Source: an optimization exercise on an open RTL-to-GDS flow (aim: small area, a short achievable clock period and few clock cycles per item). Production flows keep margins and buffers that such runs may drop.
Function was checked by simulation only, so behaviour that the tests miss may differ from the original.
Power is estimated from default activity; no workload was simulated.

==> flow/design.v <==
package bcld_pkg;
    localparam int unsigned BLK_W    = 32;
    localparam int unsigned SLOT_O_W = 4;
    typedef enum logic [0:0] {
        CMD_ACCESS  = 1'b0,
        CMD_RECLAIM = 1'b1
    } t_cmd;
    typedef enum logic [2:0] {
        ST_HIT      = 3'd0,
        ST_INSERTED = 3'd1,
        ST_FULL     = 3'd2,
        ST_RANGE    = 3'd3,
        ST_EVICTED  = 3'd4,
        ST_EMPTY    = 3'd5
    } t_status;
    typedef struct packed {
        logic touch;
        logic insert;
        logic evict;
    } t_lru_op;
endpackage
module block_cache_lru_directory_core (
    input  logic        i_clk,
    input  logic        i_rst_n,
    input  logic        i_in_valid,
    output logic        o_in_stall,
    input  logic [0:0]  i_cmd,
    input  logic [31:0] i_block_number,
    output logic        o_out_valid,
    input  logic        i_out_stall,
    output logic [2:0]  o_status,
    output logic [3:0]  o_slot,
    output logic [31:0] o_evicted_block,
    input  logic        i_cfg_we,
    input  logic [31:0] i_cfg_data
);
    localparam int N = 16;
    logic [31:0]  r_tag [N];
    logic [N-1:0] r_valid;
    logic [31:0]  r_size;
    logic         r_m [N][N];      
    logic         s1_v;
    logic         s1_cmd;
    logic [31:0]  s1_blk;
    logic         s1_take, n1_v;
    logic         r2_v;
    logic         r2_cmd;
    logic         r2_gt_hi, r2_eq_hi, r2_ge_lo;   
    logic         r2_rng;
    logic [31:0]  r2_key;
    logic [N-1:0] r2_eq;
    logic         r_ov;
    logic [2:0]   r_st;
    logic [3:0]   r_sl;
    logic [31:0]  r_ev;
    logic         q_v;
    logic [2:0]   q_st;
    logic [3:0]   q_sl;
    logic [N-1:0] q_rd;
    logic         pop, r_ld;
    logic         n2_v, nq_v, r_stall;
    logic         adv, take, acc;
    logic [N-1:0] eq_in;
    logic         eq_key;
    logic [N-1:0] match, free_oh, victim, upd, ins_oh, evc_oh, sel_oh, rd_oh;
    logic         hit, full, empty, is_acc, go_acc, ins;
    logic [2:0]   n_st;
    logic [3:0]   n_sl;
    logic [31:0]  n_ev;
    logic         older [N][N];   
    assign adv        = r2_v & ~q_v;
    assign take       = ~r2_v | ~q_v;
    assign acc        = take;
    assign s1_take    = ~s1_v | take;
    assign n1_v       = s1_take ? i_in_valid : s1_v;
    assign o_in_stall = r_stall;
    assign pop        = r_ov & ~i_out_stall;
    assign r_ld       = ~r_ov | pop;
    assign n2_v       = take ? s1_v : r2_v;
    assign nq_v       = q_v ? ~pop : (adv & ~r_ld);
    assign eq_key = (r2_key == s1_blk);
    always_comb begin
        for (int i = 0; i < N; i++) begin
            eq_in[i] = (adv && free_oh[i]) ? eq_key : (r_tag[i] == s1_blk);
        end
    end
    assign r2_rng = r2_gt_hi | (r2_eq_hi & r2_ge_lo);
    always_comb begin
        for (int i = 0; i < N; i++) begin
            match[i] = r_valid[i] & r2_eq[i];
        end
        hit   = |match;
        full  = &r_valid;
        empty = ~|r_valid;
        for (int i = 0; i < N; i++) begin
            free_oh[i] = ~r_valid[i];
            for (int k = 0; k < i; k++) begin
                free_oh[i] = free_oh[i] & r_valid[k];
            end
        end
        for (int j = 0; j < N; j++) begin
            for (int k = 0; k < N; k++) begin
                if (k < j) older[k][j] = ~r_valid[k] | r_m[k][j];
                else if (k > j) older[k][j] = ~r_valid[k] | ~r_m[j][k];
                else older[k][j] = 1'b1;
            end
        end
        for (int j = 0; j < N; j++) begin
            victim[j] = r_valid[j];
            for (int k = 0; k < N; k++) begin
                victim[j] = victim[j] & older[k][j];
            end
        end
        is_acc = ~r2_cmd;
        go_acc = is_acc & ~r2_rng;
        ins    = go_acc & ~hit;
        ins_oh = free_oh & {N{ins}};
        upd    = (match & {N{go_acc}}) | ins_oh;
        evc_oh = victim & {N{r2_cmd}};
        sel_oh = go_acc ? (match | (hit ? '0 : free_oh)) : evc_oh;
        n_sl = '0;
        for (int i = 0; i < N; i++) begin
            if (sel_oh[i]) n_sl = n_sl | 4'(i);
        end
        for (int i = 0; i < N; i++) begin
            q_rd[i] = (q_st == 3'd4) && (q_sl == 4'(i));
        end
        rd_oh = q_v ? q_rd : evc_oh;
        n_ev = '0;
        for (int i = 0; i < N; i++) begin
            if (rd_oh[i]) n_ev = n_ev | r_tag[i];
        end
        if (r2_cmd) n_st = empty ? 3'd5 : 3'd4;
        else if (r2_rng) n_st = 3'd3;
        else if (hit) n_st = 3'd0;
        else if (full) n_st = 3'd2;
        else n_st = 3'd1;
    end
    always_ff @(posedge i_clk) begin
        if (!i_rst_n) begin
            r2_v    <= 1'b0;
            s1_v    <= 1'b0;
            r_stall <= 1'b0;
            r_ov    <= 1'b0;
            q_v     <= 1'b0;
            r_valid <= '0;
            r_size  <= '1;
        end else begin
            if (i_cfg_we) r_size <= i_cfg_data;
            s1_v    <= n1_v;
            r2_v    <= n2_v;
            r_stall <= n1_v & n2_v & nq_v;
            if (adv) begin
                r_valid <= (r_valid & ~evc_oh) | ins_oh;
            end
            if (r_ld) r_ov <= q_v | adv;
            q_v <= nq_v;
        end
    end
    always_ff @(posedge i_clk) begin
        if (s1_take) begin
            s1_cmd <= i_cmd[0];
            s1_blk <= i_block_number;
        end
        if (acc) begin
            r2_cmd   <= s1_cmd;
            r2_key   <= s1_blk;
            r2_eq    <= eq_in;
            r2_gt_hi <= (s1_blk[31:16] >  r_size[31:16]);
            r2_eq_hi <= (s1_blk[31:16] == r_size[31:16]);
            r2_ge_lo <= (s1_blk[15:0]  >= r_size[15:0]);
        end
        if (!q_v) begin
            q_st <= n_st;
            q_sl <= n_sl;
        end
        if (r_ld) begin
            r_st <= q_v ? q_st : n_st;
            r_sl <= q_v ? q_sl : n_sl;
            r_ev <= n_ev;
        end
    end
    for (genvar i = 0; i < N; i++) begin : g_tag
        always_ff @(posedge i_clk) begin
            if (adv && free_oh[i]) r_tag[i] <= r2_key;
        end
    end
    for (genvar i = 0; i < N; i++) begin : g_row
        for (genvar j = i + 1; j < N; j++) begin : g_col
            always_ff @(posedge i_clk) begin
                if (adv && upd[i]) r_m[i][j] <= 1'b1;
                else if (adv && upd[j]) r_m[i][j] <= 1'b0;
            end
        end
    end
    assign o_out_valid     = r_ov;
    assign o_status        = r_st;
    assign o_slot          = r_sl;
    assign o_evicted_block = r_ev;
endmodule
==> flow/run.sh <==
#!/bin/bash
# synth_recipe.tcl (not shown) runs the flow's synth.tcl, then flattens the netlist and writes it again
# the make line also repeats each setting of config.mk as NAME=value (left out here)
make -C /OpenROAD-flow-scripts/flow DESIGN_CONFIG=/design/flow/config.mk WORK_HOME=/design/flow/orfs CLKGATE_MAP_FILE= SYNTH_SCRIPT=/design/flow/synth_recipe.tcl finish
==> flow/config.mk <==
export PLATFORM = sky130hd
export DESIGN_NAME = block_cache_lru_directory_core
export DESIGN_NICKNAME = block_cache_lru_directory_core
export VERILOG_FILES = /design/flow/design.v
export SDC_FILE = /design/flow/constraint.sdc
export NUM_CORES = 4
export LEC_CHECK = 0
export CAP_MARGIN = 40
export CORE_MARGIN = 2
export CORE_UTILIZATION = 40
export SETUP_SLACK_MARGIN = 4.8
export SLEW_MARGIN = 40
==> flow/constraint.sdc <==
create_clock -name core_clock -period 7.5 [get_ports {i_clk}]
set_input_delay 1.5000 -clock core_clock [delete_from_list [all_inputs] [get_ports {i_clk}]]
set_output_delay 1.5000 -clock core_clock [all_outputs]
set_load 0.01 [all_outputs]
==> reports/metrics.yaml, run 1 <==
synthFlopType: "edfxtp_1"
cp.arrival_ns: 1.39
post_drt_wl_per_cell_um: 39.0
cts_tree: "built"
first_pass_iters: 7
path_cells: "buf_2"
p_per_area_nw_per_um2: 226
start_util_pct: 40.4
clkTransAtPathRegs_ns: 0.06
critPathTopFamily: "flip-flops"
h-tree-depth: 3
die_h_um: 309
p_leak_nw: 15.7
fin_skew_ns: 0.0344
criticalPathCategory: "reg2out"
fill_cells: 8046
r2r-end: "r2_eq[7]"
critPathBufInv: 1
min_path_cells: 0
syn_avg_cell_area_sq_um: 12.7
grt.total_usage_pct: 34.9
drt_iter0_drc: 5006
cts_hold_buf: 0
ys_ff_latch: 816
num_rows: 111
cp-startpoint: "r_ev[19]"
die_area_sq_um: 95400
viasPerCell: 6.57
drive_gt1_share_pct: 17.6
worst_ir_drop_vdd_mv: 0.163
antenna_found_initial: 6
setup_viol: 0
synth_mux_area_share_pct: 0.461
slowest_delay_ns: 0.51
layout.nets: 3242
core_region_area_sq_um: 91900
max-slew-margin-rel_pct: 35.9
synthAdderAreaFrac_pct: 1.08
synth-seq-area-share_pct: 61.0
routed_wl_um: 174000
synth_top_family_by_area: "XOR/XNOR gates"
place_hpwl_um: 114000
ff2ff_setup_slack_ns: 4.66
maxCapViolations: 0
yosysTopAreaCell: "edfxtp_1"
port_buffers: 110
worstPathRequired_ns: 6.00
synthTopCellsByArea: "edfxtp_1, xnor2_1, dfxtp_1, a22o_1, a221oi_1"
yosysWarnings: 4
synth_simple_gate_area_share_pct: 10.1
syn_to_final_growth_pct: 22.5
synth_most_common_cell: "edfxtp_1"
gp_congestion: 1.08
r2r_cells: 6
maxSlewViolCount: 0
hold_violations: 0
cts_root_buffer: "clkbuf_16"
slowest_stage: "edfxtp_1"
fmax_ghz: 0.346
gr-total-overflow: 0
clock-sinks: 816
rsz0062_at_grt: "true"
critPathMaxFanout: 1
io_pins: 111
fin_crit_sh_pct: 38.6
grt_pass1_wl_um: 229000
grt_pass1_vias: 27300
num_vias: 29300
synthCells: 2922
clock_latency_ns: 0.70
min_from: "s1_cmd"
synth-xor-area-share_pct: 12.8
critPathLaunchType: "flop"
cts_buffers: 90
synth_edf_count: 636
synth_fp_nets: 3024
synth_compound_area_share_pct: 11.8
fin_crit_ns: 2.89
hp-class: "reg2reg"
tns_ns: 0
ys_top_cells_by_count: "edfxtp_1, xnor2_1, nand2_1"
synth_top_area_share_pct: 51.4
drcViolationCount: 0
outcome: "complete, no violations"
tightest_slew_ns: 0.955
endpoint_kind: "primary output"
rr_startpoint: "s1_blk[11]"
hold_end: "r2_cmd"
grt_max_degree: 63
fp.dieW_um: 309
fin_area_sq_um: 45500
ant_nets: 0
netlist-cell-type-count: 71
syn-cell-area_sq_um: 37200
clockBufferDepth: 3
utilization_pct: 49.5
post_dp_cell_area_sq_um: 40200
async_flop_share_pct: 0
registers in the layout, summed over array words and instances, names as in the netlist, 3 cells and up:
signal / cells
r_m: 120
r_size: 32
r2_eq: 16
s1_blk: 32
q_st: 3
r_tag: 512
r_valid: 16
q_sl: 4
r_st: 3
r_sl: 4
r2_key: 32
r_ev: 32
cell families (layout without fill, tap and decap cells):
logic type / Yosys count / after routing
flops: 816 / 816
simple gates: 732 / 732
xor+xnor: 544 / 544
compound gates: 535 / 535
buf+inv: 246 / 535
fa+ha+maj: 32 / 32
mux: 17 / 17
other cells: 0 / 2
final cells by class:
cell class | count | area, sq um | share of cell area [%]
Antenna cell | 2 | 5.00 | 0.0110
Clock buffer | 120 | 2520 | 5.53
Clock inverter | 43 | 487 | 1.07
Inverter | 56 | 239 | 0.525
Multi-Input combinational cell | 1860 | 14600 | 32.1
Sequential cell | 816 | 22700 | 49.9
Tap cell | 1243 | 1560 | 3.41
Timing Repair Buffer | 316 | 3370 | 7.41
placed cells by master, fill, tap and decap left out, types with 27 or more instances in the layout:
cell type        count
o21ai_0             27
buf_2               31
dfxtp_1            166
xnor2_1            505
buf_4              122
a221oi_2            29
buf_12              37
o211ai_1            35
inv_1               46
nand2b_1            62
a21o_1              45
ha_1                32
clkdlybuf4s50_1     67
nor4_1              31
buf_6               36
a22o_1             146
clkbuf_16          104
a221oi_1           111
nand4_1            196
edfxtp_1           636
nand2_1            287
stage by stage:
stage          hold WS [ns]  instances  power (W)  setup slack [ns]
2_1_floorplan         0.400       2922    0.00539              4.72
4_1_cts               0.439       4399     0.0103              4.61
5_1_grt               0.441       4454     0.0105              4.58
6_report              0.446       4456     0.0103              4.61
3_5_place_dp          0.426       4181    0.00572              4.03
3_3_place_gp          0.426       4170    0.00572              4.03
worst max-delay path by stage:
stage | end | depth (start not counted) | slack, ns
CTS | o_evicted_block[19] | 1 | 4.61
global route | o_evicted_block[19] | 1 | 4.58
floorplan | r2_eq[14] | 7 | 4.72
detailed placement | r_tag[13][16] | 5 | 4.03
finish | o_evicted_block[19] | 1 | 4.61
global placement | r_m[8] | 7 | 4.03
timing repair:
action | in CTS | in global routing
cloned | 2 | 12
setup buffers | 53 | 43
gates resized for setup | 325 | 102
pin swaps | 20 | 26
endpoints found under the setup margin | 566 | 263
layer usage:
layer	GRT usage, %	wire length [um]	vias up
li1	-	-	11500
met1	44.3	62600	14600
met2	53.1	74300	2525
met3	10.0	22400	660
met4	20.9	14200	6
met5	0	44	-
report_power, final:
part	internal [W]	switching, W
Sequential	0.00494	0.000101
Combinational	0.000229	0.000419
Clock	0.00270	0.00191
Total	0.00787	0.00243
Testbench counts, summed over its fixed seeds: cycles 24,024, requests 24,000.
==> run 2: changes to the inputs <==
--- a/flow/config.mk
+++ b/flow/config.mk
@@ -8,5 +8,7 @@
 export CAP_MARGIN = 40
 export CORE_MARGIN = 2
 export CORE_UTILIZATION = 40
+export CTS_CLUSTER_DIAMETER = 80
+export CTS_CLUSTER_SIZE = 18
 export SETUP_SLACK_MARGIN = 4.8
 export SLEW_MARGIN = 40
==> run 2 against run 1 <==
Compared with the run above:
- still clean
- area after synthesis did not move
- count of clock-buffer cells in the layout shrank 42
- critical path depth grew 5
- clock power is 34% lower
- sequential share of layout area grew 1.5 points
- critical path type is now reg2reg
- critical endpoint is now r2_eq[11]
- highest routed layer unchanged
==> reports/metrics.yaml, run 2 <==
outcome: "complete, no violations"  # unchanged
cts_buffers: 54  # was 90
synth_edf_count: 636  # unchanged
synth-seq-area-share_pct: 61.0  # unchanged
cts_hold_buf: 0  # unchanged
synth_most_common_cell: "edfxtp_1"  # unchanged
hold_violations: 0  # unchanged
die_h_um: 309  # unchanged
maxCapViolations: 0  # unchanged
gr-total-overflow: 0  # unchanged
num_vias: 29100  # was 29,300
critPathMaxFanout: 19  # was 1
synthFlopType: "edfxtp_1"  # unchanged
largest_reg_flops: 512  # unchanged
routed_wl_um: 173000  # was 174,000 um
grt_pass1_wl_um: 228000  # was 229,000 um
layout_common_cells: "edfxtp_1, xnor2_1, nand2_1, nand4_1, dfxtp_1"  # unchanged
internal_power_w: 0.00655  # was 0.00787 W
first_pass_iters: 6  # was 7
fin_crit_ns: 2.91  # was 2.89 ns
ant_nets: 0  # unchanged
stdcell_count: 4386  # was 4,456
path_cells: "buf_4 -> xnor2_1 -> nand4_1 -> nor4_1 -> nand2_1 -> mux2i_1"  # was buf_2
yosysTopAreaCell: "edfxtp_1"  # unchanged
p_leak_nw: 15.0  # was 15.7 nW
syn_avg_cell_area_sq_um: 12.7  # unchanged
cp.arrival_ns: 3.44  # was 1.39 ns
num_rows: 111  # unchanged
netlist-cell-type-count: 71  # unchanged
tightest_slew_ns: 0.951  # was 0.955 ns
drcViolationCount: 0  # unchanged
clock_latency_ns: 0.69  # was 0.70 ns
p_per_area_nw_per_um2: 197  # was 226 nW/um^2
clock-sinks: 816  # unchanged
synthTopCellsByArea: "edfxtp_1, xnor2_1, dfxtp_1, a22o_1, a221oi_1"  # unchanged
synth_top_area_share_pct: 51.4  # unchanged
criticalPathCategory: "reg2reg"  # was reg2out
switchingPower_w: 0.00216  # was 0.00243 W
async_flop_share_pct: 0  # unchanged
fill_cells: 8202  # was 8,046
die_area_sq_um: 95400  # unchanged
yosysWarnings: 4  # unchanged
rsz0062_at_grt: "true"  # unchanged
multi_input_area_sq_um: 14700  # was 14,600 sq um
synth_fp_nets: 3024  # unchanged
io_pins: 111  # unchanged
worstPathRequired_ns: 8.03  # was 6.00 ns
ys_top_cells_by_count: "edfxtp_1, xnor2_1, nand2_1"  # unchanged
top_regs: "r_tag (512), r_m (120)"  # unchanged
hp-class: "reg2reg"  # unchanged
regMostFlops: "r_tag"  # unchanged
drive_gt1_share_pct: 16.1  # was 17.6%
tns_ns: 0  # unchanged
antenna_found_initial: 9  # was 6
worst_ir_drop_vdd_mv: 0.172  # was 0.163 mV
cts_tree: "built"  # unchanged
grt.total_usage_pct: 34.8  # was 34.9%
place_hpwl_um: 114000  # unchanged
h-tree-depth: 2  # was 3
clkTransAtPathRegs_ns: 0.08  # was 0.06 ns
viasPerCell: 6.63  # was 6.57
clockBufferDepth: 3  # unchanged
clkPwrFrac_pct: 34.8  # was 44.8%
grt_pass1_vias: 26900  # was 27,300
syn-cell-area_sq_um: 37200  # unchanged
slowest_stage: "xnor2_1"  # was edfxtp_1
endpoint_kind: "flop"  # was primary output
report.power.total_w: 0.00871  # was 0.0103 W
regArea_sq_um: 22700  # about the same
maxSlewViolCount: 0  # unchanged
grt_max_degree: 63  # unchanged
port_buffers: 110  # unchanged
start_util_pct: 40.4  # unchanged
synthCells: 2922  # unchanged
fin_crit_sh_pct: 38.8  # was 38.6%
fin_skew_ns: 0.0390  # was 0.0344 ns
gp_congestion: 1.08  # unchanged
combPwrFrac_pct: 7.5  # was 6.3%
final_common_cell: "edfxtp_1"  # unchanged
slowest_delay_ns: 0.79  # was 0.51 ns
fmax_ghz: 0.343  # was 0.346 GHz
p_seq_share_pct: 57.7  # was 48.9%
dp_cells: 4181  # unchanged
fp.dieW_um: 309  # unchanged
critPathLaunchType: "flop"  # unchanged
max-slew-margin-rel_pct: 36.1  # was 35.9%
swShare_pct: 24.8  # was 23.6%
drt_iter0_drc: 5081  # was 5,006
core_region_area_sq_um: 91900  # unchanged
cts_root_buffer: "clkbuf_16"  # unchanged
setup_viol: 0  # unchanged
syn_to_final_growth_pct: 18.9  # was 22.5%
ys_ff_latch: 816  # unchanged
layout.nets: 3204  # was 3,242
post_drt_wl_per_cell_um: 39.4  # was 39.0 um
==> run 2: power by group through the flow <==
stage,logic [W],registers (W),clock network [W]
2_1_floorplan,0.000304,0.00509,0
3_3_place_gp,0.000585,0.00513,0
3_5_place_dp,0.000594,0.00513,0
4_1_cts,0.000605,0.00503,0.00304
5_1_grt,0.000657,0.00503,0.00320
6_report,0.000651,0.00503,0.00303
==> run 2: metal layers <==
metal	share of wire, %	wire (um)	global-route usage, %	vias to the layer above
met5	0.0069	12	0	-
met4	8.2	14200	21.3	2
met3	13	21900	8.78	611
met2	43	74400	52.9	2485
met1	36	62300	44.8	14600
li1	-	-	-	11400
==> run 2: critical path: cells and delay by family (launching register included) <==
family | cells | cell delay, ns
xor+xnor | 1 | 0.79
mux | 1 | 0.18
flops | 1 | 0.37
buf+inv | 1 | 0.25
simple gates | 3 | 1.15
==> run 2: stage by stage <==
step                      area [sq um]  hold WS (ns)  utilization [%]  worst slack (ns)
after CTS                        42900         0.446             46.7              4.59
after global placement           40100         0.426             43.6              4.03
final                            44200         0.451             48.1              4.59
after detailed placement         40200         0.426             43.8              4.03
after global routing             44200         0.449             48.1              4.59
after floorplan                  37400         0.400                -              4.72
==> run 2: kinds of logic after synthesis <==
logic type      Yosys count  synth area share, %
flops                   816                 61.0
simple gates            732                 10.1
xor+xnor                544                 12.8
compound gates          535                 11.8
buf+inv                 246                 2.73
fa+ha+maj                32                 1.08
mux                      17                0.461
==> run 2: cell type report <==
type	instances	share of cell area, %
tap	1243	3.52
clock inverter	12	0.286
multi-input combinational	1860	33.3
antenna	7	0.0396
timing repair buffer	314	7.60
sequential	816	51.4
clock buffer	78	3.28
inverter	56	0.532
==> run 2: timing repair <==
action | CTS | global route
pin swaps | 23 | 26
buffers inserted | 52 | 41
hold endpoints to repair | 0 | 0
setup endpoints to repair | 566 | 278
resized for setup | 328 | 131
gates cloned | 4 | 11
==> run 2: worst paths after layout <==
check	startpoint	end	slack (ns)	cells after the start
worst min register to register	s1_cmd	r2_cmd	0.45	0
worst max register to register	s1_blk[23]	r2_eq[11]	4.59	6
worst min-delay path	s1_cmd	r2_cmd	0.45	0
worst max-delay path	s1_blk[23]	r2_eq[11]	4.59	6
==> run 3: changes to the inputs <==
--- a/flow/config.mk
+++ b/flow/config.mk
@@ -7,7 +7,7 @@
 export LEC_CHECK = 0
 export CAP_MARGIN = 40
 export CORE_MARGIN = 2
-export CORE_UTILIZATION = 40
+export CORE_UTILIZATION = 60
 export CTS_CLUSTER_DIAMETER = 80
 export CTS_CLUSTER_SIZE = 18
 export SETUP_SLACK_MARGIN = 4.8
==> run 3 against run 2 <==
Compared with the run above:
- count of clock-buffer cells in the layout is 9 lower
- critical path depth is 1 higher
- area after synthesis stayed put
- sequential share of layout area is 2.0 points higher
- sequential power hardly changed
- utilization is 21 points higher
- final area is 3.8% lower
- still clean on timing, DRC and antenna
- critical endpoint is now r2_eq[0]
- hold slack worse by 0.021 ns
==> reports/metrics.yaml, run 3 <==
synth_most_common_cell: "edfxtp_1"  # unchanged
dp_cells: 3717  # was 4,181
fp.dieW_um: 253  # was 309 um
place_hpwl_um: 103000  # was 114,000 um
syn_avg_cell_area_sq_um: 12.7  # unchanged
worst_ir_drop_vdd_mv: 0.227  # was 0.172 mV
slowest_stage: "nor4_2"  # was xnor2_1
cts_buffers: 51  # was 54
worstPathRequired_ns: 7.98  # was 8.03 ns
critPathBufInv: 1  # unchanged
place_ws_ns: 3.84  # was 4.03 ns
h-tree-depth: 2  # unchanged
clock_latency_ns: 0.66  # was 0.69 ns
slowest_delay_ns: 0.57  # was 0.79 ns
regMostFlops: "r_tag"  # unchanged
hp-class: "reg2reg"  # unchanged
min_path_cells: 0  # unchanged
ff2ff_setup_slack_ns: 4.51  # was 4.59 ns
io_pins: 111  # unchanged
rsz0062_at_grt: "true"  # unchanged
drive_gt1_share_pct: 13.7  # was 16.1%
viasPerCell: 7.59  # was 6.63
synth_top_area_share_pct: 51.4  # unchanged
grt_pass1_vias: 26800  # was 26,900
synthFlopType: "edfxtp_1"  # unchanged
hold_end: "r2_cmd"  # unchanged
synth-seq-area-share_pct: 61.0  # unchanged
layout.nets: 3163  # was 3,204
report.power.total_w: 0.00847  # was 0.00871 W
critPathTopFamily: "simple AND/OR/NAND/NOR gates"  # unchanged
drcViolationCount: 0  # unchanged
worstSetupPathDepth: 7  # was 6
fin_area_sq_um: 42500  # was 44,200 sq um
first_pass_iters: 11  # was 6
num_vias: 29400  # was 29,100
fmax_ghz: 0.335  # was 0.343 GHz
layout_common_cells: "edfxtp_1, xnor2_1, nand2_1, nand4_1, dfxtp_1"  # unchanged
netlist-cell-type-count: 71  # unchanged
syn-cell-area_sq_um: 37200  # unchanged
path_cells: "buf_4 -> xor2_1 -> nor4_2 -> nand4_1 -> nor4_2 -> nand4_1 -> o31ai_1"  # was buf_4 -> xnor2_1 -> nand4_1 -> nor4_1 -> nand2_1 -> mux2i_1
async_flop_share_pct: 0  # unchanged
grt.total_usage_pct: 47.9  # was 34.8%
ys_ff_latch: 816  # unchanged
grt_pass1_wl_um: 210000  # was 228,000 um
setup_viol: 0  # unchanged
grt_max_degree: 63  # unchanged
num_rows: 91  # was 111
largest_reg_flops: 512  # unchanged
synthCells: 2922  # unchanged
gr-total-overflow: 0  # unchanged
criticalPathCategory: "reg2reg"  # unchanged
fin_crit_sh_pct: 39.9  # was 38.8%
outcome: "complete, no violations"  # unchanged
post_dp_cell_area_sq_um: 39600  # was 40,200 sq um
maxCapViolations: 0  # unchanged
rr_startpoint: "s1_blk[22]"  # was s1_blk[23]
hold_violations: 0  # unchanged
critPathMaxFanout: 19  # unchanged
post_drt_wl_per_cell_um: 40.9  # was 39.4 um
final_common_cell: "edfxtp_1"  # unchanged
syn_to_final_growth_pct: 14.3  # was 18.9%
critPathLaunchType: "flop"  # unchanged
p_per_area_nw_per_um2: 199  # was 197 nW/um^2
endpoint_kind: "flop"  # unchanged
p_leak_nw: 14.4  # was 15.0 nW
ant_nets: 0  # unchanged
routed_wl_um: 158000  # was 173,000 um
synth_fp_nets: 3024  # unchanged
synthTopCellsByArea: "edfxtp_1, xnor2_1, dfxtp_1, a22o_1, a221oi_1"  # unchanged
fin_crit_ns: 2.99  # was 2.91 ns
clockBufferDepth: 3  # unchanged
synth_edf_count: 636  # unchanged
cts_root_buffer: "clkbuf_16"  # unchanged
cts_tree: "built"  # unchanged
die_h_um: 253  # was 309 um
max-slew-margin-rel_pct: 31.1  # was 36.1%
min_from: "s1_cmd"  # unchanged
cp.arrival_ns: 3.47  # was 3.44 ns
start_util_pct: 60.5  # was 40.4%
r2r_cells: 7  # was 6
ys_top_cells_by_count: "edfxtp_1, xnor2_1, nand2_1"  # unchanged
core_region_area_sq_um: 61500  # was 91,900 sq um
maxSlewViolCount: 0  # unchanged
setup_ws_ns: 4.51  # was 4.59 ns
die_area_sq_um: 64000  # was 95,400 sq um
gp_congestion: 1.14  # was 1.08
clkTransAtPathRegs_ns: 0.09  # was 0.08 ns
antenna_found_initial: 8  # was 9
port_buffers: 110  # unchanged
fin_skew_ns: 0.0229  # was 0.0390 ns
yosysWarnings: 4  # unchanged
yosysTopAreaCell: "edfxtp_1"  # unchanged
drt_iter0_drc: 6139  # was 5,081
stdcell_count: 3875  # was 4,386
clock-sinks: 816  # unchanged
r2r-end: "r2_eq[0]"  # was r2_eq[11]
tns_ns: 0  # unchanged
tightest_slew_ns: 1.03  # was 0.951 ns
top_regs: "r_tag (512), r_m (120)"  # unchanged
==> run 3: metal layers <==
metal	GRT usage [%]	share of wire (%)	wire length, um	up-vias
met3	22.8	19	29900	708
met2	66.5	40	63100	3007
met4	23.1	7.3	11600	20
met5	4.02	0.34	545	-
li1	-	-	-	11300
met1	62.5	34	53300	14400
==> run 3: power by group <==
| group | total (W) | switching, W | internal (W) | leakage (nW) |
|---|---|---|---|---|
| combinational | 0.000630 | 0.000411 | 0.000218 | 6.27 |
| clock | 0.00282 | 0.00153 | 0.00130 | 0.692 |
| sequential | 0.00502 | 0.0000932 | 0.00493 | 7.48 |
| total | 0.00847 | 0.00203 | 0.00644 | 14.4 |
==> run 3: cell families (layout without fill, tap and decap cells) <==
kind of cell,after synthesis,in the layout,synth area share (%)
AO/OA/AOI/OAI,535,535,11.8
XOR/XNOR,544,544,12.8
adder cells (fa/ha/maj),32,32,1.08
buffers and inverters,246,403,2.73
flip-flops,816,816,61.0
multiplexers,17,17,0.461
other,0,5,0
AND/OR/NAND/NOR,732,733,10.1
==> run 3: final cells by class <==
type / instances / area [sq um]
flip-flops and latches: 816 / 22700
fillers: 4393 / 19000
multi-input cells: 1861 / 14400
repair buffers: 275 / 2770
clock buffers: 69 / 1400
well taps: 790 / 988
inverters: 56 / 229
clock inverters: 3 / 32.5
diodes: 5 / 12.5
==> run 3: per-stage QoR <==
stage | hold slack, ns | util (%)
floorplan | 0.400 | -
global placement | 0.419 | 64.2
detailed placement | 0.405 | 64.3
CTS | 0.423 | 67.8
global route | 0.430 | 69.1
finish | 0.430 | 69.2
==> run 3: repair_timing <==
action / CTS / global route
buffers inserted: 39 / 32
endpoints found under the hold margin: 0 / 0
pin swaps: 14 / 27
hold buffers: 0 / 0
gates cloned: 3 / 7
gates resized for setup: 269 / 85
setup endpoints to repair: 449 / 282
==> run 3: worst max-delay path by stage <==
stage                     startpoint                   to  slack (ns)
final                     s1_blk[22]             r2_eq[0]        4.51
after detailed placement      r2_cmd             r_ev[18]        3.84
after global placement           q_v             r2_eq[0]        3.68
after CTS                   r_ev[20]  o_evicted_block[20]        4.65
after floorplan           r_valid[4]            r2_eq[14]        4.72
after global routing        r_ev[17]  o_evicted_block[17]        4.65
==> run 4: changes to the inputs <==
--- a/flow/config.mk
+++ b/flow/config.mk
@@ -7,8 +7,8 @@
 export LEC_CHECK = 0
 export CAP_MARGIN = 40
 export CORE_MARGIN = 2
-export CORE_UTILIZATION = 60
+export CORE_UTILIZATION = 40
 export CTS_CLUSTER_DIAMETER = 80
 export CTS_CLUSTER_SIZE = 18
-export SETUP_SLACK_MARGIN = 4.8
+export SETUP_SLACK_MARGIN = 4.5
 export SLEW_MARGIN = 40
==> run 4 against run 3 <==
Compared with the run above:
- still clean
- sequential power barely moved
- combinational power fell by 1%
- setup slack got worse by 0.11 ns
- die area rose by 49%
- synthesized cell count did not move
- non-clock buffer count fell by 38
- largest cell class unchanged
- highest routed layer unchanged
==> reports/metrics.yaml, run 4 <==
swShare_pct: 24.7  # was 24.0%
synthFlopType: "edfxtp_1"  # unchanged
num_vias: 28000  # was 29,400
netlist-cell-type-count: 71  # unchanged
tightest_slew_ns: 1.01  # was 1.03 ns
max-slew-margin-rel_pct: 32.3  # was 31.1%
synth-seq-area-share_pct: 61.0  # unchanged
hp-class: "reg2reg"  # unchanged
final_common_cell: "edfxtp_1"  # unchanged
synth_top_area_share_pct: 51.4  # unchanged
critPathMaxFanout: 11  # was 19
syn_avg_cell_area_sq_um: 12.7  # unchanged
syn_to_final_growth_pct: 14.6  # was 14.3%
combPwrFrac_pct: 7.0  # was 7.4%
async_flop_share_pct: 0  # unchanged
start_util_pct: 40.4  # was 60.5%
clock-sinks: 816  # unchanged
layout.nets: 3129  # was 3,163
top_regs: "r_tag (512), r_m (120)"  # unchanged
die_h_um: 309  # was 253 um
clkPwrFrac_pct: 36.1  # was 33.3%
grt.total_usage_pct: 34.0  # was 47.9%
rr_startpoint: "s1_blk[13]"  # was s1_blk[22]
drt_iter0_drc: 4668  # was 6,139
min_from: "s1_cmd"  # unchanged
synth_edf_count: 636  # unchanged
regMostFlops: "r_tag"  # unchanged
antenna_found_initial: 12  # was 8
synthTopCellsByArea: "edfxtp_1, xnor2_1, dfxtp_1, a22o_1, a221oi_1"  # unchanged
maxCapViolations: 0  # unchanged
hold_violations: 0  # unchanged
fp.dieW_um: 309  # was 253 um
setup_ws_ns: 4.40  # was 4.51 ns
place_hpwl_um: 112000  # was 103,000 um
critPathLaunchType: "flop"  # unchanged
clkTransAtPathRegs_ns: 0.09  # about the same
core_region_area_sq_um: 91900  # was 61,500 sq um
ff2ff_setup_slack_ns: 4.40  # was 4.51 ns
ys_ff_latch: 816  # unchanged
hold_end: "r2_cmd"  # unchanged
cp.arrival_ns: 3.61  # was 3.47 ns
rsz0062_at_grt: "true"  # unchanged
endpoint_kind: "flop"  # unchanged
gp_congestion: 1.05  # was 1.14
gr-total-overflow: 0  # unchanged
tns_ns: 0  # unchanged
drive_gt1_share_pct: 10.1  # was 13.7%
fin_skew_ns: 0.0420  # was 0.0229 ns
p_per_area_nw_per_um2: 207  # was 199 nW/um^2
post_drt_wl_per_cell_um: 37.9  # was 40.9 um
ant_nets: 0  # unchanged
die_area_sq_um: 95400  # was 64,000 sq um
num_rows: 111  # was 91
clock_latency_ns: 0.68  # was 0.66 ns
criticalPathCategory: "reg2reg"  # unchanged
grt_max_degree: 63  # unchanged
maxSlewViolCount: 0  # unchanged
synth_fp_nets: 3024  # unchanged
largest_reg_flops: 512  # unchanged
ys_top_cells_by_count: "edfxtp_1, xnor2_1, nand2_1"  # unchanged
cts_root_buffer: "clkbuf_16"  # unchanged
outcome: "complete, no violations"  # unchanged
yosysWarnings: 4  # unchanged
fill_cells: 8411  # was 4,393
p_seq_share_pct: 56.9  # was 59.3%
fmax_ghz: 0.323  # was 0.335 GHz
min_path_cells: 0  # unchanged
fin_crit_sh_pct: 41.3  # was 39.9%
worstPathRequired_ns: 8.01  # was 7.98 ns
worst_ir_drop_vdd_mv: 0.168  # was 0.227 mV
synthCells: 2922  # unchanged
h-tree-depth: 2  # unchanged
port_buffers: 110  # unchanged
yosysTopAreaCell: "edfxtp_1"  # unchanged
p_leak_nw: 14.2  # was 14.4 nW
internal_power_w: 0.00665  # was 0.00644 W
syn-cell-area_sq_um: 37200  # unchanged
io_pins: 111  # unchanged
switchingPower_w: 0.00218  # was 0.00203 W
r2r_cells: 6  # was 7
cts_tree: "built"  # unchanged
cts_buffers: 56  # was 51
clockBufferDepth: 3  # unchanged
viasPerCell: 6.51  # was 7.59
setup_viol: 0  # unchanged
place_ws_ns: 3.93  # was 3.84 ns
drcViolationCount: 0  # unchanged
grt_pass1_wl_um: 224000  # was 210,000 um
routed_wl_um: 163000  # was 158,000 um
layout_common_cells: "edfxtp_1, xnor2_1, nand2_1, nand4_1, dfxtp_1"  # unchanged
fin_crit_ns: 3.10  # was 2.99 ns
synth_most_common_cell: "edfxtp_1"  # unchanged
first_pass_iters: 6  # was 11
utilization_pct: 46.3  # was 69.2%
r2r-end: "r2_eq[15]"  # was r2_eq[0]
grt_pass1_vias: 26900  # was 26,800
cts_hold_buf: 0  # unchanged
-- run 4: cell counts after synthesis --
Identical to the previous run, type by type.
-- run 4: worst max-delay path, stage by stage, from the launching register on --
cell and delay [ns]:
edfxtp_1 0.61, buf_6 0.27, xnor2_1 0.42, nand4_1 0.27
nor4_1 0.85, nand2_1 0.31, mux2i_1 0.20
-- run 4: area by class of cell --
cell class / count / area [sq um] / area share, %
Antenna cell: 1 / 2.50 / 0.00587
Inverter: 56 / 225 / 0.529
Clock buffer: 81 / 1520 / 3.56
Multi-Input combinational cell: 1860 / 14100 / 33.1
Tap cell: 1243 / 1560 / 3.65
Clock inverter: 16 / 221 / 0.520
Timing Repair Buffer: 237 / 2260 / 5.30
Sequential cell: 816 / 22700 / 53.3
-- run 4: how the worst max path moves through the flow --
stage | to | start | cells after the start
after floorplan | r2_eq[7] | q_v | 5
after global placement | r_ev[26] | q_v | 8
after detailed placement | r2_eq[14] | r_valid[0] | 7
after CTS | r2_eq[14] | r_valid[0] | 7
after global routing | r_ev[28] | r_valid[7] | 9
final | r2_eq[15] | s1_blk[13] | 6
-- run 4: power groups by stage --
stage / Sequential, W / Clock [W] / Combinational [W]
2_1_floorplan: 0.00509 / 0 / 0.000303
3_3_place_gp: 0.00513 / 0 / 0.000589
3_5_place_dp: 0.00513 / 0 / 0.000594
4_1_cts: 0.00502 / 0.00320 / 0.000594
5_1_grt: 0.00503 / 0.00337 / 0.000634
6_report: 0.00502 / 0.00319 / 0.000621
-- run 4: metrics by stage --
step	cells	power, W	hold WS [ns]	instance area [sq um]
after floorplan	2922	0.00539	0.400	37300
after global placement	4173	0.00571	0.406	40100
after detailed placement	4180	0.00572	0.405	40200
after CTS	4298	0.00882	0.425	42300
after global routing	4309	0.00903	0.446	42600
final	4310	0.00883	0.424	42600
-- run 4: routing by layer --
layer | track usage, % | vias up | wire length, um
met5 | 0 | - | 126
met4 | 19.0 | 20 | 11200
met3 | 8.45 | 475 | 20100
met2 | 51.6 | 2239 | 71300
met1 | 44.5 | 14100 | 60700
li1 | - | 11200 | -
-- run 4: kinds of logic (layout without fill, tap and decap cells) --
| family | count (synthesis) | count (layout) | share of synthesized area (%) |
|---|---|---|---|
| simple gates | 732 | 732 | 10.1 |
| other cells | 0 | 1 | 0 |
| buf+inv | 246 | 390 | 2.73 |
| compound gates | 535 | 535 | 11.8 |
| fa+ha+maj | 32 | 32 | 1.08 |
| xor+xnor | 544 | 544 | 12.8 |
| mux | 17 | 17 | 0.461 |
| flops | 816 | 816 | 61.0 |
-- run 4: repair_timing --
action                     4_1_cts  5_1_grt
buffers inserted                21       10
resized for setup              103       34
hold endpoints to repair         0        0
setup endpoints to repair      456      170
pin swaps                       11        2
==> run 5: changes to the inputs <==
--- a/flow/config.mk
+++ b/flow/config.mk
@@ -10,5 +10,5 @@
 export CORE_UTILIZATION = 40
 export CTS_CLUSTER_DIAMETER = 80
 export CTS_CLUSTER_SIZE = 18
-export SETUP_SLACK_MARGIN = 4.5
+export SETUP_SLACK_MARGIN = 5.0
 export SLEW_MARGIN = 40
==> run 5 against run 4 <==
Compared with the run above:
- highest routed layer unchanged
- still clean on timing, DRC and antenna
- hold slack got worse by 0.00087 ns
- fmax grew 5.8%
- first-iteration DRC count increased by 28%
- sequential power about the same
- register-to-register slack gained 0.30 ns
- non-clock buffer count grew 325
- flip-flop and latch count stayed put
- power grew 1.1%
- final area rose by 16%
==> reports/metrics.yaml, run 5 <==
outcome: "complete, no violations"  # unchanged
gp_congestion: 1.07  # was 1.05
antenna_found_initial: 16  # was 12
hp-class: "reg2reg"  # unchanged
tightest_slew_ns: 0.964  # was 1.01 ns
p_per_area_nw_per_um2: 180  # was 207 nW/um^2
port_buffers: 110  # unchanged
yosysWarnings: 4  # unchanged
clock-sinks: 816  # unchanged
post_dp_cell_area_sq_um: 40200  # about the same
synth_most_common_cell: "edfxtp_1"  # unchanged
syn_avg_cell_area_sq_um: 12.7  # unchanged
h-tree-depth: 2  # unchanged
maxSlewViolCount: 0  # unchanged
holdWs_ns: 0.423  # was 0.424 ns
drive_gt1_share_pct: 28.1  # was 10.1%
num_rows: 111  # unchanged
min_path_cells: 0  # unchanged
fin_crit_sh_pct: 39.1  # was 41.3%
clock_latency_ns: 0.71  # was 0.68 ns
largest_reg_flops: 512  # unchanged
fmax_ghz: 0.341  # was 0.323 GHz
num_vias: 31500  # was 28,000
r2r_cells: 12  # was 6
fin_skew_ns: 0.0363  # was 0.0420 ns
top_regs: "r_tag (512), r_m (120)"  # unchanged
criticalPathCategory: "reg2out"  # was reg2reg
rsz0062_at_grt: "true"  # unchanged
endpoint_kind: "primary output"  # was flop
fp.dieW_um: 309  # unchanged
synth_top_area_share_pct: 51.4  # unchanged
tns_ns: 0  # unchanged
max-slew-margin-rel_pct: 35.3  # was 32.3%
final_common_cell: "edfxtp_1"  # unchanged
die_area_sq_um: 95400  # unchanged
grt_max_degree: 63  # unchanged
grt.total_usage_pct: 39.9  # was 34.0%
worstSetupPathDepth: 1  # was 6
critPathMaxFanout: 1  # was 11
fin_crit_ns: 2.93  # was 3.10 ns
cts_root_buffer: "clkbuf_16"  # unchanged
regMostFlops: "r_tag"  # unchanged
clockBufferDepth: 3  # unchanged
clkTransAtPathRegs_ns: 0.09  # about the same
fin_area_sq_um: 49500  # was 42,600 sq um
yosysTopAreaCell: "edfxtp_1"  # unchanged
place_ws_ns: 3.59  # was 3.93 ns
async_flop_share_pct: 0  # unchanged
gr-total-overflow: 0  # unchanged
fill_cells: 7680  # was 8,411
maxCapViolations: 0  # unchanged
die_h_um: 309  # unchanged
cp.arrival_ns: 1.43  # was 3.61 ns
post_drt_wl_per_cell_um: 42.2  # was 37.9 um
slowest_stage: "edfxtp_1"  # was nor4_1
critPathLaunchType: "flop"  # unchanged
drt_iter0_drc: 5972  # was 4,668
utilization_pct: 53.9  # was 46.3%
slowest_delay_ns: 0.52  # was 0.85 ns
setup_viol: 0  # unchanged
ant_nets: 0  # unchanged
io_pins: 111  # unchanged
drcViolationCount: 0  # unchanged
syn_to_final_growth_pct: 33.2  # was 14.6%
worst_ir_drop_vdd_mv: 0.223  # was 0.168 mV
synth_edf_count: 636  # unchanged
synth-seq-area-share_pct: 61.0  # unchanged
ys_ff_latch: 816  # unchanged
netlist-cell-type-count: 71  # unchanged
layout.nets: 3458  # was 3,129
synthFlopType: "edfxtp_1"  # unchanged
synth_fp_nets: 3024  # unchanged
syn-cell-area_sq_um: 37200  # unchanged
rr_startpoint: "r_valid[3]"  # was s1_blk[13]
ys_top_cells_by_count: "edfxtp_1, xnor2_1, nand2_1"  # unchanged
grt_pass1_wl_um: 257000  # was 224,000 um
cts_tree: "built"  # unchanged
worstPathRequired_ns: 6.00  # was 8.01 ns
layout_common_cells: "edfxtp_1, xnor2_1, nand2_1, buf_4, nand4_1"  # was edfxtp_1, xnor2_1, nand2_1, nand4_1, dfxtp_1
setup_ws_ns: 4.57  # was 4.40 ns
start_util_pct: 40.4  # unchanged
synthTopCellsByArea: "edfxtp_1, xnor2_1, dfxtp_1, a22o_1, a221oi_1"  # unchanged
place_hpwl_um: 114000  # was 112,000 um
viasPerCell: 6.78  # was 6.51
critPathTopFamily: "flip-flops"  # was simple AND/OR/NAND/NOR gates
core_region_area_sq_um: 91900  # unchanged
grt_pass1_vias: 29200  # was 26,900
cts_buffers: 55  # was 56
min_from: "s1_cmd"  # unchanged
routed_wl_um: 196000  # was 163,000 um
hold_violations: 0  # unchanged
cp-startpoint: "r_ev[5]"  # was s1_blk[13]
p_leak_nw: 17.5  # was 14.2 nW
path_cells: "buf_2"  # was buf_6 -> xnor2_1 -> nand4_1 -> nor4_1 -> nand2_1 -> mux2i_1
first_pass_iters: 6  # unchanged
critPathBufInv: 1  # unchanged
synthCells: 2922  # unchanged
-- run 5: cell counts after synthesis --
No cell type changed its count.
-- run 5: path summary, 6_finish.rpt --
path                   endpoint  slack [ns]
max          o_evicted_block[5]        4.57
min                      r2_cmd        0.42
max reg2reg             r_ev[6]        4.70
min reg2reg              r2_cmd        0.42
-- run 5: timing repair --
| action | 4_1_cts | 5_1_grt |
|---|---|---|
| gates cloned | 46 | 9 |
| setup endpoints to repair | 624 | 482 |
| hold buffers | 0 | 0 |
| resized for setup | 638 | 215 |
| buffers inserted | 204 | 102 |
| endpoints found under the hold margin | 0 | 0 |
| pin swaps | 139 | 119 |
-- run 5: per-layer routing --
layer | wire (um) | vias to the layer above | share of wire (%) | track usage [%]
met5 | 100 | - | 0.051 | 0
met1 | 69000 | 15500 | 35 | 49.6
met3 | 29300 | 881 | 15 | 16.9
met2 | 79400 | 3076 | 41 | 55.9
met4 | 18200 | 16 | 9.3 | 27.8
li1 | - | 12000 | - | -
-- run 5: report_power, final --
group	switching [W]	internal, W
registers	0.0000820	0.00493
clock network	0.00170	0.00146
logic	0.000485	0.000277
-- run 5: kinds of logic (layout without fill, tap and decap cells) --
| kind of cell | count (synthesis) | in the layout | share of synthesized area, % |
|---|---|---|---|
| multiplexers | 17 | 17 | 0.461 |
| buffers and inverters | 246 | 706 | 2.73 |
| adder cells (fa/ha/maj) | 32 | 32 | 1.08 |
| other | 0 | 12 | 0 |
| AND/OR/NAND/NOR | 732 | 737 | 10.1 |
| AO/OA/AOI/OAI | 535 | 535 | 11.8 |
| flip-flops | 816 | 816 | 61.0 |
| XOR/XNOR | 544 | 544 | 12.8 |
-- run 5: metrics by stage --
step,cells,total power (W)
final,4642,0.00893
after global routing,4630,0.00906
after CTS,4516,0.00879
after detailed placement,4178,0.00573
after global placement,4173,0.00572
after floorplan,2922,0.00540
-- run 5: area by class of cell --
class | instances | area (sq um) | share of cell area [%]
Sequential cell | 816 | 22700 | 45.9
Multi-Input combinational cell | 1865 | 16300 | 33.0
Timing Repair Buffer | 562 | 6990 | 14.1
Tap cell | 1243 | 1560 | 3.14
Clock buffer | 72 | 1460 | 2.95
Inverter | 56 | 240 | 0.485
Clock inverter | 16 | 179 | 0.361
Antenna cell | 12 | 30.0 | 0.0606
==> run 6: changes to the inputs <==
--- a/flow/config.mk
+++ b/flow/config.mk
@@ -7,8 +7,8 @@
 export LEC_CHECK = 0
 export CAP_MARGIN = 40
 export CORE_MARGIN = 2
-export CORE_UTILIZATION = 40
+export CORE_UTILIZATION = 50
 export CTS_CLUSTER_DIAMETER = 80
 export CTS_CLUSTER_SIZE = 18
-export SETUP_SLACK_MARGIN = 5.0
+export SETUP_SLACK_MARGIN = 4.8
 export SLEW_MARGIN = 40
==> run 6 against run 5 <==
Compared with the run above:
- register-to-register slack got worse by 0.02 ns
- final area is 12% lower
- clock power decreased by 3%
- setup slack improved by 0.0028 ns
- critical path depth unchanged
- global-route usage grew 3.2 points
- via count down 6.1%
- combinational power shrank 12%
- area after synthesis unchanged
- critical path type unchanged
- largest cell class unchanged
- largest power group unchanged
==> reports/metrics.yaml, run 6 <==
fin_crit_ns: 2.93  # about the same
ys_ff_latch: 816  # unchanged
ys_top_cells_by_count: "edfxtp_1, xnor2_1, nand2_1"  # unchanged
hold_violations: 0  # unchanged
largest_reg_flops: 512  # unchanged
synthTopCellsByArea: "edfxtp_1, xnor2_1, dfxtp_1, a22o_1, a221oi_1"  # unchanged
max-slew-margin-rel_pct: 36.2  # was 35.3%
dp_cells: 3906  # was 4,178
yosysTopAreaCell: "edfxtp_1"  # unchanged
synth_edf_count: 636  # unchanged
slowest_delay_ns: 0.55  # was 0.52 ns
utilization_pct: 58.8  # was 53.9%
syn-cell-area_sq_um: 37200  # unchanged
die_area_sq_um: 76600  # was 95,400 sq um
final_common_cell: "edfxtp_1"  # unchanged
fin_skew_ns: 0.0499  # was 0.0363 ns
start_util_pct: 50.2  # was 40.4%
fp.dieW_um: 277  # was 309 um
switchingPower_w: 0.00218  # was 0.00226 W
yosysWarnings: 4  # unchanged
synth_mux_area_share_pct: 0.461  # unchanged
grt_max_degree: 63  # unchanged
rsz0062_at_grt: "true"  # unchanged
tightest_slew_ns: 0.950  # was 0.964 ns
drcViolationCount: 0  # unchanged
fmax_ghz: 0.342  # was 0.341 GHz
synth_compound_area_share_pct: 11.8  # unchanged
gr-total-overflow: 0  # unchanged
p_seq_share_pct: 57.5  # was 56.1%
synth_top_family_by_area: "XOR/XNOR gates"  # unchanged
worst_ir_drop_vdd_mv: 0.186  # was 0.223 mV
cts_tree: "built"  # unchanged
outcome: "complete, no violations"  # unchanged
critPathMaxFanout: 2  # was 1
netlist-cell-type-count: 71  # unchanged
top_regs: "r_tag (512), r_m (120)"  # unchanged
critPathBufInv: 1  # unchanged
drive_gt1_share_pct: 15.5  # was 28.1%
io_pins: 111  # unchanged
p_leak_nw: 14.9  # was 17.5 nW
grt_pass1_wl_um: 228000  # was 257,000 um
stdcell_count: 4100  # was 4,642
internal_power_w: 0.00655  # was 0.00666 W
cts_hold_buf: 0  # unchanged
synth-xor-area-share_pct: 12.8  # unchanged
syn_to_final_growth_pct: 17.0  # was 33.2%
endpoint_kind: "primary output"  # unchanged
hp-class: "reg2reg"  # unchanged
holdWs_ns: 0.450  # was 0.423 ns
grt.total_usage_pct: 43.1  # was 39.9%
ant_nets: 0  # unchanged
clkTransAtPathRegs_ns: 0.09  # about the same
synthAdderAreaFrac_pct: 1.08  # unchanged
cts_buffers: 55  # unchanged
synthCells: 2922  # unchanged
cp.arrival_ns: 1.43  # about the same
clockBufferDepth: 3  # unchanged
slowest_stage: "edfxtp_1"  # unchanged
num_vias: 29500  # was 31,500
combPwrFrac_pct: 7.7  # was 8.5%
routed_wl_um: 172000  # was 196,000 um
synthFlopType: "edfxtp_1"  # unchanged
ff2ff_setup_slack_ns: 4.68  # was 4.70 ns
critPathTopFamily: "flip-flops"  # unchanged
layout_common_cells: "edfxtp_1, xnor2_1, nand2_1, nand4_1, dfxtp_1"  # was edfxtp_1, xnor2_1, nand2_1, buf_4, nand4_1
synth_fp_nets: 3024  # unchanged
maxCapViolations: 0  # unchanged
fin_crit_sh_pct: 39.0  # was 39.1%
critPathLaunchType: "flop"  # unchanged
synth_top_area_share_pct: 51.4  # unchanged
cts_root_buffer: "clkbuf_16"  # unchanged
criticalPathCategory: "reg2out"  # unchanged
swShare_pct: 25.0  # was 25.4%
setup_viol: 0  # unchanged
post_drt_wl_per_cell_um: 41.9  # was 42.2 um
first_pass_iters: 6  # unchanged
antenna_found_initial: 15  # was 16
port_buffers: 110  # unchanged
async_flop_share_pct: 0  # unchanged
p_per_area_nw_per_um2: 201  # was 180 nW/um^2
syn_avg_cell_area_sq_um: 12.7  # unchanged
drt_iter0_drc: 5961  # was 5,972
synth_most_common_cell: "edfxtp_1"  # unchanged
clkPwrFrac_pct: 34.9  # was 35.3%
h-tree-depth: 2  # unchanged
grt_pass1_vias: 26700  # was 29,200
worstPathRequired_ns: 6.00  # about the same
place_hpwl_um: 114000  # about the same
synth-seq-area-share_pct: 61.0  # unchanged
clock-sinks: 816  # unchanged
tns_ns: 0  # unchanged
num_rows: 100  # was 111
viasPerCell: 7.21  # was 6.78
regMostFlops: "r_tag"  # unchanged
clock_latency_ns: 0.68  # was 0.71 ns
layout.nets: 3198  # was 3,458
synth_simple_gate_area_share_pct: 10.1  # unchanged
gp_congestion: 1.05  # was 1.07
maxSlewViolCount: 0  # unchanged
core_region_area_sq_um: 74100  # was 91,900 sq um
path_cells: "buf_2"  # unchanged
die_h_um: 277  # was 309 um
-- run 6: cell counts after synthesis --
No cell type changed its count.
-- run 6: worst paths after layout --
check	from	end	cells past startpoint
setup / recovery	r_ev[31]	o_evicted_block[31]	1
hold / removal	s1_cmd	r2_cmd	0
setup reg to reg	s1_blk[8]	r2_eq[8]	6
hold reg to reg	s1_cmd	r2_cmd	0
-- run 6: final cells by class --
| cell class | count | area (sq um) |
|---|---|---|
| fillers | 6052 | 30600 |
| flip-flops and latches | 816 | 22700 |
| multi-input cells | 1861 | 14600 |
| repair buffers | 306 | 3140 |
| clock buffers | 72 | 1470 |
| well taps | 969 | 1210 |
| inverters | 56 | 236 |
| clock inverters | 15 | 128 |
| diodes | 5 | 12.5 |
-- run 6: stage by stage --
stage	setup WS [ns]	power, W	instance area, sq um
after floorplan	4.72	0.00539	37400
after global placement	3.73	0.00572	39800
after detailed placement	3.91	0.00572	39800
after CTS	4.59	0.00867	42400
after global routing	4.58	0.00889	43500
final	4.57	0.00873	43500
-- run 6: kinds of logic (layout without fill, tap and decap cells) --
| logic type | count (synthesis) | count (layout) |
|---|---|---|
| DFF | 816 | 816 |
| buffers and inverters | 246 | 449 |
| other | 0 | 5 |
| muxes | 17 | 17 |
| and+or+nand+nor | 732 | 733 |
| xor gates and xnor gates | 544 | 544 |
| adders and majority gates | 32 | 32 |
| AOI/OAI and AO/OA | 535 | 535 |
-- run 6: layer usage --
layer / part of all wire (%) / wire length [um] / track usage [%]
met1: 37 / 63200 / 58.5
met2: 41 / 70000 / 61.2
met3: 16 / 27700 / 17.0
met4: 6.1 / 10500 / 18.6
met5: 0.090 / 154 / 0
-- run 6: power groups by stage --
stage	Sequential (W)	Combinational, W	Clock, W
2_1_floorplan	0.00509	0.000304	0
3_3_place_gp	0.00512	0.000604	0
3_5_place_dp	0.00512	0.000603	0
4_1_cts	0.00501	0.000616	0.00304
5_1_grt	0.00502	0.000674	0.00319
6_report	0.00502	0.000670	0.00304
-- run 6: worst reg2reg max path, delay by kind of cell (launching register included) --
kind,cells,cell delay (ns)
XOR/XNOR,1,0.35
flip-flops,1,0.37
AND/OR/NAND/NOR,3,1.23
buffers and inverters,1,0.30
multiplexers,1,0.32
-- run 6: timing repair --
| item | 4_1_cts | 5_1_grt |
|---|---|---|
| pin swaps | 22 | 22 |
| setup endpoints to repair | 541 | 204 |
| resized for setup | 313 | 97 |
| setup buffers | 51 | 39 |
| gates cloned | 4 | 8 |
==> run 7: changes to the inputs <==
--- a/flow/config.mk
+++ b/flow/config.mk
@@ -10,5 +10,6 @@
 export CORE_UTILIZATION = 50
 export CTS_CLUSTER_DIAMETER = 80
 export CTS_CLUSTER_SIZE = 18
+export PLACE_DENSITY = 0.75
 export SETUP_SLACK_MARGIN = 4.8
 export SLEW_MARGIN = 40
==> run 7 against run 6 <==
Compared with the run above:
- clock power fell by 5%
- critical path depth did not move
- hold slack got worse by 0.0063 ns
- largest cell class unchanged
- clock skew fell by 0.020 ns
- via count rose by 0.70%
- power fell by 1.5%
- utilization rose by 1.0 points
- area after synthesis did not move
- global-route usage rose by 0.69 points
- sequential share of layout area fell by 0.90 points
- fmax rose by 1.8%
- first-iteration DRC count fell by 2.4%
==> reports/metrics.yaml, run 7 <==
async_flop_share_pct: 0  # unchanged
clock-sinks: 816  # unchanged
outcome: "complete, no violations"  # unchanged
criticalPathCategory: "reg2out"  # unchanged
p_leak_nw: 15.2  # was 14.9 nW
synthFlopType: "edfxtp_1"  # unchanged
antenna_found_initial: 11  # was 15
num_rows: 100  # unchanged
layout_common_cells: "edfxtp_1, xnor2_1, nand2_1, nand4_1, buf_4"  # was edfxtp_1, xnor2_1, nand2_1, nand4_1, dfxtp_1
grt.total_usage_pct: 43.8  # was 43.1%
die_h_um: 277  # unchanged
place_ws_ns: 3.52  # was 3.91 ns
die_area_sq_um: 76600  # unchanged
endpoint_kind: "primary output"  # unchanged
hold_violations: 0  # unchanged
tightest_slew_ns: 0.951  # was 0.950 ns
max-slew-margin-rel_pct: 36.2  # about the same
tns_ns: 0  # unchanged
place_hpwl_um: 116000  # was 114,000 um
grt_pass1_wl_um: 231000  # was 228,000 um
clkPwrFrac_pct: 33.7  # was 34.9%
synthTopCellsByArea: "edfxtp_1, xnor2_1, dfxtp_1, a22o_1, a221oi_1"  # unchanged
yosysWarnings: 4  # unchanged
holdWs_ns: 0.444  # was 0.450 ns
h-tree-depth: 2  # unchanged
regMostFlops: "r_tag"  # unchanged
first_pass_iters: 8  # was 6
fmax_ghz: 0.348  # was 0.342 GHz
clockBufferDepth: 3  # unchanged
hp-class: "reg2reg"  # unchanged
largest_reg_flops: 512  # unchanged
core_region_area_sq_um: 74100  # unchanged
cp.arrival_ns: 1.38  # was 1.43 ns
layout.nets: 3265  # was 3,198
critPathTopFamily: "flip-flops"  # unchanged
routed_wl_um: 175000  # was 172,000 um
drt_iter0_drc: 5815  # was 5,961
port_buffers: 110  # unchanged
gp_congestion: 1.07  # was 1.05
netlist-cell-type-count: 71  # unchanged
internal_power_w: 0.00649  # was 0.00655 W
maxSlewViolCount: 0  # unchanged
grt_pass1_vias: 27400  # was 26,700
p_per_area_nw_per_um2: 194  # was 201 nW/um^2
worstPathRequired_ns: 6.00  # about the same
synth_most_common_cell: "edfxtp_1"  # unchanged
top_regs: "r_tag (512), r_m (120)"  # unchanged
synthCells: 2922  # unchanged
p_seq_share_pct: 58.3  # was 57.5%
critPathLaunchType: "flop"  # unchanged
viasPerCell: 7.14  # was 7.21
io_pins: 111  # unchanged
cts_buffers: 52  # was 55
start_util_pct: 50.2  # unchanged
worst_ir_drop_vdd_mv: 0.183  # was 0.186 mV
fp.dieW_um: 277  # unchanged
gr-total-overflow: 0  # unchanged
cts_tree: "built"  # unchanged
fin_crit_sh_pct: 38.3  # was 39.0%
slowest_stage: "edfxtp_1"  # unchanged
cts_root_buffer: "clkbuf_16"  # unchanged
ant_nets: 0  # unchanged
switchingPower_w: 0.00211  # was 0.00218 W
slowest_delay_ns: 0.53  # was 0.55 ns
combPwrFrac_pct: 8.0  # was 7.7%
ys_top_cells_by_count: "edfxtp_1, xnor2_1, nand2_1"  # unchanged
clkTransAtPathRegs_ns: 0.08  # was 0.09 ns
setup_viol: 0  # unchanged
syn_avg_cell_area_sq_um: 12.7  # unchanged
fin_skew_ns: 0.0302  # was 0.0499 ns
clock_latency_ns: 0.65  # was 0.68 ns
final_common_cell: "edfxtp_1"  # unchanged
num_vias: 29700  # was 29,500
swShare_pct: 24.5  # was 25.0%
synth-seq-area-share_pct: 61.0  # unchanged
rsz0062_at_grt: "true"  # unchanged
yosysTopAreaCell: "edfxtp_1"  # unchanged
cts_hold_buf: 0  # unchanged
maxCapViolations: 0  # unchanged
syn-cell-area_sq_um: 37200  # unchanged
drive_gt1_share_pct: 17.9  # was 15.5%
post_drt_wl_per_cell_um: 41.9  # about the same
synth_edf_count: 636  # unchanged
critPathMaxFanout: 1  # was 2
fin_crit_ns: 2.88  # was 2.93 ns
syn_to_final_growth_pct: 19.1  # was 17.0%
path_cells: "buf_2"  # unchanged
synth_top_area_share_pct: 51.4  # unchanged
setup_ws_ns: 4.62  # was 4.57 ns
grt_max_degree: 63  # unchanged
critPathBufInv: 1  # unchanged
drcViolationCount: 0  # unchanged
synth_fp_nets: 3024  # unchanged
ys_ff_latch: 816  # unchanged
## run 7: cell counts after synthesis
No cell type changed its count.
## run 7: cells by family after synthesis
group | Yosys count | share of synthesized area (%)
AOI/OAI and AO/OA | 535 | 11.8
adders and majority gates | 32 | 1.08
and+or+nand+nor | 732 | 10.1
DFF | 816 | 61.0
buffers and inverters | 246 | 2.73
muxes | 17 | 0.461
xor gates and xnor gates | 544 | 12.8
## run 7: area by class of cell
class	count	area (sq um)
antenna	5	12.5
clock buffer	79	1430
clock inverter	7	56.3
fill	5908	29800
inverter	56	231
multi-input combinational	1862	14800
sequential	816	22700
tap	969	1210
timing repair buffer	375	3800
## run 7: power groups by stage
| stage | registers [W] | logic [W] | clock network, W |
|---|---|---|---|
| 2_1_floorplan | 0.00509 | 0.000304 | 0 |
| 3_3_place_gp | 0.00512 | 0.000598 | 0 |
| 3_5_place_dp | 0.00512 | 0.000607 | 0 |
| 4_1_cts | 0.00501 | 0.000612 | 0.00290 |
| 5_1_grt | 0.00502 | 0.000687 | 0.00304 |
| 6_report | 0.00502 | 0.000686 | 0.00290 |
## run 7: timing repair
| action | CTS | global route |
|---|---|---|
| pin swaps | 29 | 33 |
| setup endpoints to repair | 525 | 209 |
| buffers inserted | 83 | 74 |
| cloned | 5 | 8 |
| gates resized for setup | 315 | 124 |
## run 7: final timing paths
kind | slack (ns) | to | cells past startpoint | startpoint
worst max register to register | 4.66 | r2_eq[15] | 7 | s1_blk[4]
worst max-delay path | 4.62 | o_evicted_block[15] | 1 | r_ev[15]
worst min-delay path | 0.44 | r2_cmd | 0 | s1_cmd
worst min register to register | 0.44 | r2_cmd | 0 | s1_cmd
## run 7: per-layer routing
metal	global-route usage (%)	up-vias	wire [um]
met5	0.438	-	83
met3	14.8	614	26700
met2	63.3	2784	72500
met1	57.6	14800	61700
met4	25.0	12	13600
li1	-	11500	-
## run 7: metrics by stage
step | power (W) | instances | cell area [sq um] | util [%]
3_5_place_dp | 0.00573 | 3908 | 39900 | 53.9
4_1_cts | 0.00852 | 4082 | 42900 | 57.9
5_1_grt | 0.00875 | 4164 | 44300 | 59.8
3_3_place_gp | 0.00572 | 3899 | 39700 | 53.7
6_report | 0.00860 | 4169 | 44300 | 59.8
2_1_floorplan | 0.00539 | 2922 | 37400 | -
==> run 8: changes to the inputs <==
--- a/flow/config.mk
+++ b/flow/config.mk
@@ -10,6 +10,5 @@
 export CORE_UTILIZATION = 50
 export CTS_CLUSTER_DIAMETER = 80
 export CTS_CLUSTER_SIZE = 18
-export PLACE_DENSITY = 0.75
-export SETUP_SLACK_MARGIN = 4.8
+export SETUP_SLACK_MARGIN = 4.7
 export SLEW_MARGIN = 40
==> run 8 against run 7 <==
Compared with the run above:
- clock skew rose by 0.0026 ns
- sequential share of layout area rose by 2.1 points
- largest power group unchanged
- flip-flop and latch count did not move
- still clean
- largest cell class unchanged
- highest routed layer unchanged
==> reports/metrics.yaml, run 8 <==
maxSlewViolCount: 0  # unchanged
cts_buffers: 52  # unchanged
cts_root_buffer: "clkbuf_16"  # unchanged
num_vias: 28900  # was 29,700
slowest_stage: "nor4_2"  # was edfxtp_1
fin_crit_ns: 3.03  # was 2.88 ns
syn-cell-area_sq_um: 37200  # unchanged
outcome: "complete, no violations"  # unchanged
viasPerCell: 7.15  # was 7.14
synthFlopType: "edfxtp_1"  # unchanged
clock_latency_ns: 0.66  # was 0.65 ns
hold_end: "r2_cmd"  # unchanged
worst_ir_drop_vdd_mv: 0.209  # was 0.183 mV
syn_to_final_growth_pct: 14.3  # was 19.1%
min_from: "s1_cmd"  # unchanged
antenna_found_initial: 10  # was 11
core_region_area_sq_um: 74100  # unchanged
gr-total-overflow: 0  # unchanged
io_pins: 111  # unchanged
first_pass_iters: 8  # unchanged
fp.dieW_um: 277  # unchanged
layout_common_cells: "edfxtp_1, xnor2_1, nand2_1, nand4_1, dfxtp_1"  # was edfxtp_1, xnor2_1, nand2_1, nand4_1, buf_4
critPathBufInv: 1  # unchanged
ys_ff_latch: 816  # unchanged
min_path_cells: 0  # unchanged
yosysWarnings: 4  # unchanged
cts_tree: "built"  # unchanged
synth_fp_nets: 3024  # unchanged
regMostFlops: "r_tag"  # unchanged
tightest_slew_ns: 0.971  # was 0.951 ns
r2r-end: "r2_eq[14]"  # was r2_eq[15]
stdcell_count: 4045  # was 4,169
maxCapViolations: 0  # unchanged
clockBufferDepth: 3  # unchanged
num_rows: 100  # unchanged
drcViolationCount: 0  # unchanged
drt_iter0_drc: 5381  # was 5,815
fin_skew_ns: 0.0328  # was 0.0302 ns
worstPathRequired_ns: 7.99  # was 6.00 ns
h-tree-depth: 2  # unchanged
synth_most_common_cell: "edfxtp_1"  # unchanged
syn_avg_cell_area_sq_um: 12.7  # unchanged
synth_top_area_share_pct: 51.4  # unchanged
report.power.total_w: 0.00860  # about the same
clock-sinks: 816  # unchanged
endpoint_kind: "flop"  # was primary output
synthTopCellsByArea: "edfxtp_1, xnor2_1, dfxtp_1, a22o_1, a221oi_1"  # unchanged
post_drt_wl_per_cell_um: 41.0  # was 41.9 um
criticalPathCategory: "reg2reg"  # was reg2out
run 8: cell count changes in the layout (fill, tap and decap cells not counted), sizes merged:
| cell | before | now |
|---|---|---|
| clkinvlp | 6 | 4 |
| buf | 299 | 179 |
| inv | 53 | 54 |
| dlygate4sd2 | 0 | 1 |
| or3 | 10 | 8 |
| clkinv | 4 | 3 |
| clkdlybuf4s15 | 0 | 11 |
| clkbuf | 85 | 78 |
| bufbuf | 3 | 0 |
| diode | 5 | 3 |
run 8: metrics by stage:
stage	cell area (sq um)	setup WS (ns)
2_1_floorplan	37300	4.68
3_3_place_gp	39800	3.91
3_5_place_dp	39900	3.92
4_1_cts	41900	4.61
5_1_grt	42500	4.61
6_report	42500	4.47
run 8: worst max-delay path by stage:
stage	slack (ns)	start	cells after the start	to
3_3_place_gp	3.91	r_valid[0]	5	r_tag[15][8]
5_1_grt	4.61	r_ev[19]	1	o_evicted_block[19]
4_1_cts	4.61	r_ev[31]	1	o_evicted_block[31]
2_1_floorplan	4.68	r_valid[4]	7	r2_eq[14]
6_report	4.47	s1_blk[0]	6	r2_eq[14]
3_5_place_dp	3.92	q_v	8	r_ev[2]
run 8: kinds of logic after synthesis:
group | after synthesis | synth area share [%]
AO/OA/AOI/OAI | 535 | 11.8
XOR/XNOR | 544 | 12.8
adder cells (fa/ha/maj) | 32 | 1.08
buffers and inverters | 246 | 2.73
flip-flops | 816 | 61.0
multiplexers | 17 | 0.461
AND/OR/NAND/NOR | 732 | 10.1
run 8: cell type report:
type	instances	area (sq um)	share of cell area, %
Antenna cell	3	7.51	0.0177
Clock buffer	72	1460	3.43
Clock inverter	5	43.8	0.103
Inverter	56	221	0.521
Multi-Input combinational cell	1860	14300	33.7
Sequential cell	816	22700	53.5
Tap cell	969	1210	2.85
Timing Repair Buffer	264	2520	5.94
run 8: power breakdown:
part           internal (W)  switching, W  leakage (nW)
clock               0.00135       0.00158         0.734
sequential          0.00493     0.0000829          7.47
combinational      0.000219      0.000431          6.13
total               0.00650       0.00210          14.3
run 8: timing repair:
action | CTS | global route
setup buffers | 23 | 32
pin swaps | 12 | 13
gates resized for setup | 226 | 65
setup endpoints to repair | 454 | 285
gates cloned | 0 | 2
run 8: routing by layer:
| metal | vias to the layer above | global-route usage [%] | share of wire [%] |
|---|---|---|---|
| li1 | 11300 | - | - |
| met1 | 14500 | 57.4 | 37 |
| met2 | 2635 | 59.9 | 41 |
| met3 | 509 | 16.7 | 16 |
| met4 | 20 | 17.3 | 5.6 |
| met5 | - | 0 | 0.14 |

Check on run 8: ideal ports give 4.473 ns setup slack; a clkbuf_16 on the clock port and buf_2 on the inputs give 4.473 ns; moving port delays by the midpoint clock arrival (0.718 ns) as well gives 4.102 ns.
